Source: an optimization exercise on an open RTL-to-GDS flow (aim: a short achievable clock period and few clock cycles per item). Production flows keep margins and buffers that such runs may drop. The RTL was checked by simulation tests, not by an equivalence proof against the original design. Power figures rest on the tool's default switching activity, not on a simulated workload.

==> inputs of 08-14 <==
// pid_conditional_antiwindup_core
module pid_conditional_antiwindup_core (
    input  logic                            clk,
    input  logic                            rst_n,
    input  logic                            in_valid,
    output logic                            in_ready,
    input  logic                            in_cmd,
    input  logic [pidca_pkg::DATA_W-1:0]    in_err_sample,
    output logic                            out_valid,
    input  logic                            out_ready,
    output logic [pidca_pkg::DATA_W-1:0]    out_drive,
    input  logic                            cfg_we,
    input  logic [pidca_pkg::REG_IDX_W-1:0] cfg_idx,
    input  logic [pidca_pkg::DATA_W-1:0]    cfg_wdata
);
Settings: LEC_CHECK=0, CAP_MARGIN=20, CORE_MARGIN=2, CORE_UTILIZATION=67, CTS_CLUSTER_DIAMETER=80, CTS_CLUSTER_SIZE=25, SLEW_MARGIN=20; clock period 11.0 ns.
standard.sh (not shown) runs the stock make flow with config.mk's settings and CLKGATE_MAP_FILE= SYNTH_SCRIPT=/design/flow/synth_recipe.tcl, a recipe that flattens the netlist after the stock synthesis.
==> flow/flow/run.sh <==
#!/bin/bash
set -euo pipefail
cd "$(dirname "$0")/.."
SETUP_MARGIN=7.6
bash standard.sh SETUP_SLACK_MARGIN=$SETUP_MARGIN finish > flow_standard.log 2>&1
==> 05-17: changes against 08-14 <==
--- a/flow/design.v
+++ b/flow/design.v
@@ -67,13 +67,12 @@
     input  logic                in_valid,
     input  logic                in_cmd,
     input  pidca_pkg::word_t    in_err_sample,
     output logic                dn_valid,
     output logic                dn_clr,
     output pidca_pkg::word_t    dn_err,
-    output pidca_pkg::word_t    dn_err_n,
     output pidca_pkg::word_t    dn_diff
 );
     logic              s0_valid;
     logic              s1_valid;
     logic              s1_clr;
     pidca_pkg::word_t  s1_err;
@@ -118,13 +117,12 @@
             s0_err  <= in_err_sample;
             s1_clr  <= s0_cmd;
             s1_err  <= s0_err;
             s1_diff <= {s0_err[31], s0_err} - {prev_err_reg[31], prev_err_reg};
             dn_clr  <= s1_clr;
             dn_err  <= s1_err;
-            dn_err_n <= ~s1_err;
             dn_diff <= pidca_pkg::sat33(s1_diff);
         end
     end
 endmodule
 `timescale 1ns / 1ps
 module pidca_mult (
@@ -2035,25 +2033,25 @@
     assign rowa[61] = bs987;
     assign rowb[61] = bc986;
     assign rowa[62] = bs989;
     assign rowb[62] = bc988;
     assign rowa[63] = ra[235];
     assign rowb[63] = bc990;
-    logic [20:0] lo_sum;
-    assign lo_sum = {1'b0, rowa[19:0]} + {1'b0, rowb[19:0]};
-    logic [43:0] rb_a, rb_b;
+    logic [24:0] lo_sum;
+    assign lo_sum = {1'b0, rowa[23:0]} + {1'b0, rowb[23:0]};
+    logic [39:0] rb_a, rb_b;
     logic        rb_c;
     always_ff @(posedge clk) if (en) begin
-        rb_a <= rowa[63:20];
-        rb_b <= rowb[63:20];
-        rb_c <= lo_sum[20];
+        rb_a <= rowa[63:24];
+        rb_b <= rowb[63:24];
+        rb_c <= lo_sum[24];
     end
-    logic [44:0] hi_sum;
+    logic [40:0] hi_sum;
     assign hi_sum = {rb_a, 1'b1} + {rb_b, rb_c};
     logic [39:0] rc;
-    always_ff @(posedge clk) if (en) rc <= hi_sum[44:5];
+    always_ff @(posedge clk) if (en) rc <= hi_sum[40:1];
     logic ovp, ovn;
     assign ovp = ~rc[39] & (|rc[38:31]);
     assign ovn = rc[39] & ~(&rc[38:31]);
     always_ff @(posedge clk) if (en) begin
         res <= ovp ? 32'h7fffffff : (ovn ? 32'h80000000 : rc[31:0]);
     end
@@ -2480,13 +2478,12 @@
         hi_is_max_reg <= (out_max_reg == pidca_pkg::WORD_MAX);
     end
     logic              adv;
     logic              in_rdy;
     logic              f_valid, f_clr;
     pidca_pkg::word_t  f_err;
-    pidca_pkg::word_t  f_err_n;
     pidca_pkg::word_t  f_diff;
     assign in_ready = in_rdy;
     pidca_front u_front (
         .clk           (clk),
         .rst_n         (rst_n),
         .srst_n        (srst_n),
@@ -2495,13 +2492,12 @@
         .in_valid      (in_valid),
         .in_cmd        (in_cmd),
         .in_err_sample (in_err_sample),
         .dn_valid      (f_valid),
         .dn_clr        (f_clr),
         .dn_err        (f_err),
-        .dn_err_n      (f_err_n),
         .dn_diff       (f_diff)
     );
     pidca_pkg::word_t  p_res, d_res, g_res;
     pidca_mult u_mult_p (
         .clk (clk), .en (adv),
         .one (bp_reg[15:0]), .two (bp_reg[31:16]), .neg (bp_reg[47:32]),
@@ -2512,13 +2508,13 @@
         .one (bd_reg[15:0]), .two (bd_reg[31:16]), .neg (bd_reg[47:32]),
         .x (f_diff), .res (d_res)
     );
     pidca_mult u_mult_g (
         .clk (clk), .en (adv),
         .one (bi_reg[15:0]), .two (bi_reg[31:16]), .neg (bi_reg[47:32]),
-        .x (~f_err_n), .res (g_res)
+        .x (f_err), .res (g_res)
     );
     logic [3:0] m_valid, m_clr;
     always_ff @(posedge clk)
     begin
         if (!srst_n)
         begin
--- a/flow/config.mk
+++ b/flow/config.mk
@@ -4,10 +4,10 @@
 export VERILOG_FILES = /design/flow/design.v
 export SDC_FILE = /design/flow/constraint.sdc
 export NUM_CORES = 4
 export LEC_CHECK = 0
 export CAP_MARGIN = 20
 export CORE_MARGIN = 2
-export CORE_UTILIZATION = 67
+export CORE_UTILIZATION = 64
 export CTS_CLUSTER_DIAMETER = 80
 export CTS_CLUSTER_SIZE = 25
 export SLEW_MARGIN = 20
==> notes <==
- 05-17 ran to the end with no violations. 08-14 completed without violations.
- Between 05-17 and 08-14, the lower global-route usage is in 08-14 (gap 1.3 points).
- In 05-17 the worst setup slack is higher than in 08-14, by 12 ps.
- Worst hold slack: 05-17 is better than 08-14 (6.4 ps).
- Of 05-17 and 08-14, 08-14 has the higher register-to-register slack (gap 20 ps).
- Between 08-14 and 05-17, the lower combinational power is in 08-14 (gap about 4%, measured against 05-17).
- Total power: 08-14 is smaller than 05-17 (about 1.2%).
- Against 08-14, the synthesized area of 05-17 is larger by about 0.24%.
Testbench counts of 08-14, summed over its fixed seeds: cycles 24,208, items 24,000.
Testbench counts of 05-17, summed over its fixed seeds: cycles 24,208, items 24,000.

afterwards: timing with drivers on the ports:
Ports are ideal in the flow. The routed layouts listed here were re-timed in OpenROAD.
Step 1: set_driving_cell puts a clkbuf_16 on clk and a buf_2 on each other input, an assumption about the parent block.
Step 2 adds t to the input delays and takes it off the output delays; t is the mean of the earliest and latest rising clock arrival at the registers after step 1. Input paths then give back, and output paths get back, about the clock's delay inside the block.
a / b / c = ideal / step 1 / step 2; a / b = the first two.
| run | shift t [ns] | setup slack, ns | worst setup path after step 2 | worst data-port slew with drivers (ns) | pins driven straight from the clock port |
|---|---|---|---|---|---|
| 08-14 | 0.989 | 7.332 / 7.245 / 6.899 | input to register | 0.12 | 1 |
| 05-17 | 1.015 | 7.345 / 7.280 / 6.945 | input to register | 0.13 | 1 |
After both steps setup and hold are still met in every run listed. For 08-14, which loses most, drivers alone change the setup slack by -0.087 ns; drivers and shift together by -0.433 ns.
